This design comes from an exercise in tuning for small area, a short achievable clock period and few clock cycles per item on the open sky130 flow, not from production work. The RTL was checked by simulation tests, not by an equivalence proof against the original design. Power and IR drop assume default switching activity.

==> run K: inputs <==
Design bicubic_top, start of the top module:
module bicubic_top (
    input  wire        CLK,
    input  wire        RST,
    input  wire [6:0]  cfg_v0,
    input  wire [6:0]  cfg_h0,
    input  wire [4:0]  cfg_sw,
    input  wire [4:0]  cfg_sh,
    input  wire [5:0]  cfg_tw,
    input  wire [5:0]  cfg_th,
    output wire        src_rd_en,
    output wire [13:0] src_rd_addr,
    input  wire [7:0]  src_data,
    output wire        res_wr_en,
    output wire [9:0]  res_wr_addr,
    output wire [7:0]  res_wr_data,
    output logic       done
);
make LEC_CHECK=0 CAP_MARGIN=20 CORE_MARGIN=2 CORE_UTILIZATION=40 CTS_BUF_LIST=sky130_fd_sc_hd__clkbuf_16 CTS_CLUSTER_DIAMETER=80 CTS_CLUSTER_SIZE=24 SLEW_MARGIN=20 finish   # period 13.0 ns
run.sh (not shown) runs the stock make flow with config.mk's settings and CLKGATE_MAP_FILE= SYNTH_SCRIPT=/design/flow/synth_recipe.tcl, a recipe that flattens the netlist after the stock synthesis.
==> inputs of run X, as changes to run K <==
--- a/flow/design.v
+++ b/flow/design.v
@@ -272,17 +272,20 @@
     assign sx8  = tw8 ? {cfg_sw, 2'b00} : tw16 ? {1'b0, cfg_sw, 1'b0} : {2'b00, cfg_sw};
     assign sy8  = th8 ? {cfg_sh, 2'b00} : th16 ? {1'b0, cfg_sh, 1'b0} : {2'b00, cfg_sh};
     assign ceil_h = th8  ? 3'((6'(cfg_sh) + 6'd7) >> 3)
                   : th16 ? 3'((6'(cfg_sh) + 6'd15) >> 4)
                   : {2'b00, |cfg_sh};
     logic       st;
+    logic       wst, wlast;   
+    logic       done_i;
     logic [1:0] ist;
     always_ff @(posedge CLK or posedge RST) begin
         if (RST) st <= 1'b1;
-        else     st <= done;
+        else     st <= done_i;
     end
+    always_ff @(posedge CLK) done_i <= wst && wlast;
     logic        rd_en, rd_en_o;
     logic        rend_q, cend_q;
     logic [13:0] rd_addr;
     logic [13:0] ctop;        
     logic        rd_act;
     logic [2:0]  rc;          
@@ -426,13 +429,13 @@
     logic [2:0]  qa;          
     logic [7:0]  dqa, dqb;    
     logic [8:0]  hwa_q, hwb_q;
     logic        nega, firsta, lasta, negb, firstb, lastb;
     logic [16:0] acca_s, acca_c, accb_s, accb_c;
     logic [16:0] ha_s, ha_c, hb_s, hb_c;
-    logic [2:0]  qb;
+    logic [2:0]  qb;          
     logic        vta, vtb;    
     logic [8:0]  hwa_d, hwb_d;
     always_ff @(posedge CLK or posedge RST) begin
         if (RST) begin
             va   <= 1'b0;
             vb   <= 1'b0;
@@ -442,15 +445,13 @@
             va   <= rd_en;
             vb   <= va;
             fina <= vb && lasta;
             finb <= vb && lastb;
         end
     end
-    assign qb    = qa - mdab;
     assign vta   = !qa[2];
-    assign vtb   = (qa >= mdab) && !qb[2];
     assign hwa_d = hwt(cfxa, qa[1:0]);
     assign hwb_d = hwt(cfxb, qb[1:0]);
     wire hta_1 = (hwa_q[0] & dqa[7]) ^ (hwa_q[1] & dqa[6]) ^ (hwa_q[2] & dqa[5]);
     wire hta_2 = ((hwa_q[0] & dqa[7]) & (hwa_q[1] & dqa[6])) | ((hwa_q[0] & dqa[7]) & (hwa_q[2] & dqa[5])) | ((hwa_q[1] & dqa[6]) & (hwa_q[2] & dqa[5]));
     wire hta_3 = (hwa_q[1] & dqa[7]) ^ (hwa_q[2] & dqa[6]) ^ (hwa_q[3] & dqa[5]);
     wire hta_4 = ((hwa_q[1] & dqa[7]) & (hwa_q[2] & dqa[6])) | ((hwa_q[1] & dqa[7]) & (hwa_q[3] & dqa[5])) | ((hwa_q[2] & dqa[6]) & (hwa_q[3] & dqa[5]));
@@ -841,12 +842,14 @@
     wire htb_193 = htb_159 ^ htb_124 ^ htb_158;
     wire htb_194 = (htb_159 & htb_124) | (htb_159 & htb_158) | (htb_124 & htb_158);
     assign hb_s = {htb_193, htb_191, htb_189, htb_187, htb_185, htb_183, htb_181, htb_179, htb_177, htb_175, htb_173, htb_171, htb_169, htb_167, htb_165, htb_163, htb_161};
     assign hb_c = {htb_192, htb_190, htb_188, htb_186, htb_184, htb_182, htb_180, htb_178, htb_176, htb_174, htb_172, htb_170, htb_168, htb_166, htb_164, htb_162, (accb_c[0] & ~firstb)};
     always_ff @(posedge CLK) begin
         qa     <= rc;
+        qb     <= rc - rdab;
+        vtb    <= (rc >= rdab) && (rc - rdab <= 3'd3);
         dqa    <= (qa[1:0] == 2'd0 || qa[1:0] == 2'd3) ? ~src_data : src_data;
         nega   <= (qa[1:0] == 2'd0 || qa[1:0] == 2'd3);
         firsta <= (qa[1:0] == 2'd0);
         lasta  <= vta && (qa[1:0] == 2'd3);
         hwa_q  <= hwa_d;
         dqb    <= (qb[1:0] == 2'd0 || qb[1:0] == 2'd3) ? ~src_data : src_data;
@@ -861,13 +864,13 @@
     end
     logic [7:0]  hrowa, hrowa2, hrowb, hrowb2;
     logic [1:0]  hca, hcb;
     logic        hv;
     assign hv = (hcb != 2'd0);
     logic [7:0]  wa0, wa1, wa2, wa3, wb0, wb1, wb2, wb3;    
-    logic        vact, wst, wlast;
+    logic        vact;
     logic [1:0]  vp;          
     logic        vrun;        
     logic        vgate;       
     logic [4:0]  vty;
     logic [3:0]  vtx;         
     logic [4:0]  fy, fyn;     
==> inputs of run M, as changes to run K <==
--- a/flow/design.v
+++ b/flow/design.v
@@ -272,17 +272,20 @@
     assign sx8  = tw8 ? {cfg_sw, 2'b00} : tw16 ? {1'b0, cfg_sw, 1'b0} : {2'b00, cfg_sw};
     assign sy8  = th8 ? {cfg_sh, 2'b00} : th16 ? {1'b0, cfg_sh, 1'b0} : {2'b00, cfg_sh};
     assign ceil_h = th8  ? 3'((6'(cfg_sh) + 6'd7) >> 3)
                   : th16 ? 3'((6'(cfg_sh) + 6'd15) >> 4)
                   : {2'b00, |cfg_sh};
     logic       st;
+    logic       wst, wlast;   
+    logic       done_i;
     logic [1:0] ist;
     always_ff @(posedge CLK or posedge RST) begin
         if (RST) st <= 1'b1;
-        else     st <= done;
+        else     st <= done_i;
     end
+    always_ff @(posedge CLK) done_i <= wst && wlast;
     logic        rd_en, rd_en_o;
     logic        rend_q, cend_q;
     logic [13:0] rd_addr;
     logic [13:0] ctop;        
     logic        rd_act;
     logic [2:0]  rc;          
@@ -426,13 +429,13 @@
     logic [2:0]  qa;          
     logic [7:0]  dqa, dqb;    
     logic [8:0]  hwa_q, hwb_q;
     logic        nega, firsta, lasta, negb, firstb, lastb;
     logic [16:0] acca_s, acca_c, accb_s, accb_c;
     logic [16:0] ha_s, ha_c, hb_s, hb_c;
-    logic [2:0]  qb;
+    logic [2:0]  qb;          
     logic        vta, vtb;    
     logic [8:0]  hwa_d, hwb_d;
     always_ff @(posedge CLK or posedge RST) begin
         if (RST) begin
             va   <= 1'b0;
             vb   <= 1'b0;
@@ -442,15 +445,13 @@
             va   <= rd_en;
             vb   <= va;
             fina <= vb && lasta;
             finb <= vb && lastb;
         end
     end
-    assign qb    = qa - mdab;
     assign vta   = !qa[2];
-    assign vtb   = (qa >= mdab) && !qb[2];
     assign hwa_d = hwt(cfxa, qa[1:0]);
     assign hwb_d = hwt(cfxb, qb[1:0]);
     wire hta_1 = (hwa_q[0] & dqa[7]) ^ (hwa_q[1] & dqa[6]) ^ (hwa_q[2] & dqa[5]);
     wire hta_2 = ((hwa_q[0] & dqa[7]) & (hwa_q[1] & dqa[6])) | ((hwa_q[0] & dqa[7]) & (hwa_q[2] & dqa[5])) | ((hwa_q[1] & dqa[6]) & (hwa_q[2] & dqa[5]));
     wire hta_3 = (hwa_q[1] & dqa[7]) ^ (hwa_q[2] & dqa[6]) ^ (hwa_q[3] & dqa[5]);
     wire hta_4 = ((hwa_q[1] & dqa[7]) & (hwa_q[2] & dqa[6])) | ((hwa_q[1] & dqa[7]) & (hwa_q[3] & dqa[5])) | ((hwa_q[2] & dqa[6]) & (hwa_q[3] & dqa[5]));
@@ -841,12 +842,14 @@
     wire htb_193 = htb_159 ^ htb_124 ^ htb_158;
     wire htb_194 = (htb_159 & htb_124) | (htb_159 & htb_158) | (htb_124 & htb_158);
     assign hb_s = {htb_193, htb_191, htb_189, htb_187, htb_185, htb_183, htb_181, htb_179, htb_177, htb_175, htb_173, htb_171, htb_169, htb_167, htb_165, htb_163, htb_161};
     assign hb_c = {htb_192, htb_190, htb_188, htb_186, htb_184, htb_182, htb_180, htb_178, htb_176, htb_174, htb_172, htb_170, htb_168, htb_166, htb_164, htb_162, (accb_c[0] & ~firstb)};
     always_ff @(posedge CLK) begin
         qa     <= rc;
+        qb     <= rc - rdab;
+        vtb    <= (rc >= rdab) && (rc - rdab <= 3'd3);
         dqa    <= (qa[1:0] == 2'd0 || qa[1:0] == 2'd3) ? ~src_data : src_data;
         nega   <= (qa[1:0] == 2'd0 || qa[1:0] == 2'd3);
         firsta <= (qa[1:0] == 2'd0);
         lasta  <= vta && (qa[1:0] == 2'd3);
         hwa_q  <= hwa_d;
         dqb    <= (qb[1:0] == 2'd0 || qb[1:0] == 2'd3) ? ~src_data : src_data;
@@ -861,13 +864,13 @@
     end
     logic [7:0]  hrowa, hrowa2, hrowb, hrowb2;
     logic [1:0]  hca, hcb;
     logic        hv;
     assign hv = (hcb != 2'd0);
     logic [7:0]  wa0, wa1, wa2, wa3, wb0, wb1, wb2, wb3;    
-    logic        vact, wst, wlast;
+    logic        vact;
     logic [1:0]  vp;          
     logic        vrun;        
     logic        vgate;       
     logic [4:0]  vty;
     logic [3:0]  vtx;         
     logic [4:0]  fy, fyn;     
--- a/flow/config.mk
+++ b/flow/config.mk
@@ -8,7 +8,8 @@
 export CAP_MARGIN = 20
 export CORE_MARGIN = 2
 export CORE_UTILIZATION = 40
 export CTS_BUF_LIST = sky130_fd_sc_hd__clkbuf_16
 export CTS_CLUSTER_DIAMETER = 80
 export CTS_CLUSTER_SIZE = 24
+export PLACE_DENSITY = 0.7
 export SLEW_MARGIN = 20
==> summary.txt <==
Run K finished clean. Run X ran to the end with no violations. Run M went through all stages and came out clean. In synthesized cell count, run X and run M do not differ. The highest sequential share of layout area belongs to run M, the lowest to run K. Between run M and run K, the lower synthesized area is in run K (gap about 0.37%, measured against run K). In utilization, run K and run M hardly differ. Of run M and run K, run M has the higher maximum frequency (gap about 4%, measured against run K). Register-to-register slack: run M is higher than run K (380 ps). Count of clock-buffer cells in the layout: run M < run K < run X. Via count: run M > run X > run K. In critical path depth, run M and run X do not differ.
==> figures <==
metric                                                             run X        run M        run K
Fmax                                                          0.2397 GHz   0.2341 GHz   0.2255 GHz
Status                                          timing/DRC/antenna clean  timing/DRC/antenna clean  timing/DRC/antenna clean
Crit-path max FO                                                       4            4           24
FILL cells                                                          7461         7364         7608
Final cell utilization of the core                                44.14%       43.93%       43.91%
Layout multi-input combinational cell count                         2274         2274         2249
Number of flip-flops and latches in the synthesized netlist          433          433          429
Power in sequential cells                                        1.56 mW      1.56 mW      1.51 mW
Remaining max-slew budget at the tightest pin                     30.58%       26.10%       28.27%
Share of final layout cell area taken by non-clock buffers        2.560%       2.529%       2.556%
Worst-case reg-to-reg path depth                                      12           11           11
Seq Cell Count                                                       433          433          429
Terminus of the critical flop-to-flop path                      ctop[12]    vacc_s[8]     hwb_q[0]
Required time of the critical path                              10400 ps     10400 ps     13510 ps
Post-synthesis instance total                                       3207         3207         3191
Area occupied by multi-input gates                           0.01927 mm2  0.01927 mm2  0.01919 mm2
Final instance area                                          0.03431 mm2  0.03414 mm2  0.03407 mm2
Stage delay of the slowest cell on the critical path              560 ps       600 ps       990 ps
Total routed wirelength                                         67700 um     65960 um     68160 um
Testbench counts of run K, summed over its fixed seeds: cycles 61,826, pixels 20,672.
Testbench counts of run X, summed over its fixed seeds: cycles 61,826, pixels 20,672.
Testbench counts of run M, summed over its fixed seeds: cycles 61,826, pixels 20,672.

[static timing again, ports no longer ideal]
No port has a modelled driver above. Below, the same layouts with a new extraction and two added sets of constraints. Step 1 (the two cells are an assumption about what drives the block):
set clk [get_ports {CLK}]
set_driving_cell -lib_cell sky130_fd_sc_hd__clkbuf_16 $clk
set_driving_cell -lib_cell sky130_fd_sc_hd__buf_2 [delete_from_list [all_inputs] $clk]
Step 2 adds t to the input delays and takes it off the output delays; t is the mean of the earliest and latest rising clock arrival at the registers after step 1. Input paths then give back, and output paths get back, about the clock's delay inside the block. Three values: ideal, step 1, step 2; two values: the first two.
run | t (ns) | setup WS [ns] | hold WS [ns] | worst register clock-pin slew, ns
run K | 0.681 | 8.565 / 8.565 / 8.370 | 0.354 / 0.354 / 0.354 | 0.10 / 0.10
run X | 0.625 | 8.828 / 8.765 / 8.395 | 0.302 / 0.302 / 0.302 | 0.10 / 0.10
run M | 0.672 | 8.729 / 8.666 / 8.428 | 0.300 / 0.300 / 0.300 | 0.10 / 0.10
After both steps every run listed still meets setup and hold. For run X, which loses most, drivers alone change the setup slack by -0.063 ns; drivers and shift together by -0.433 ns.
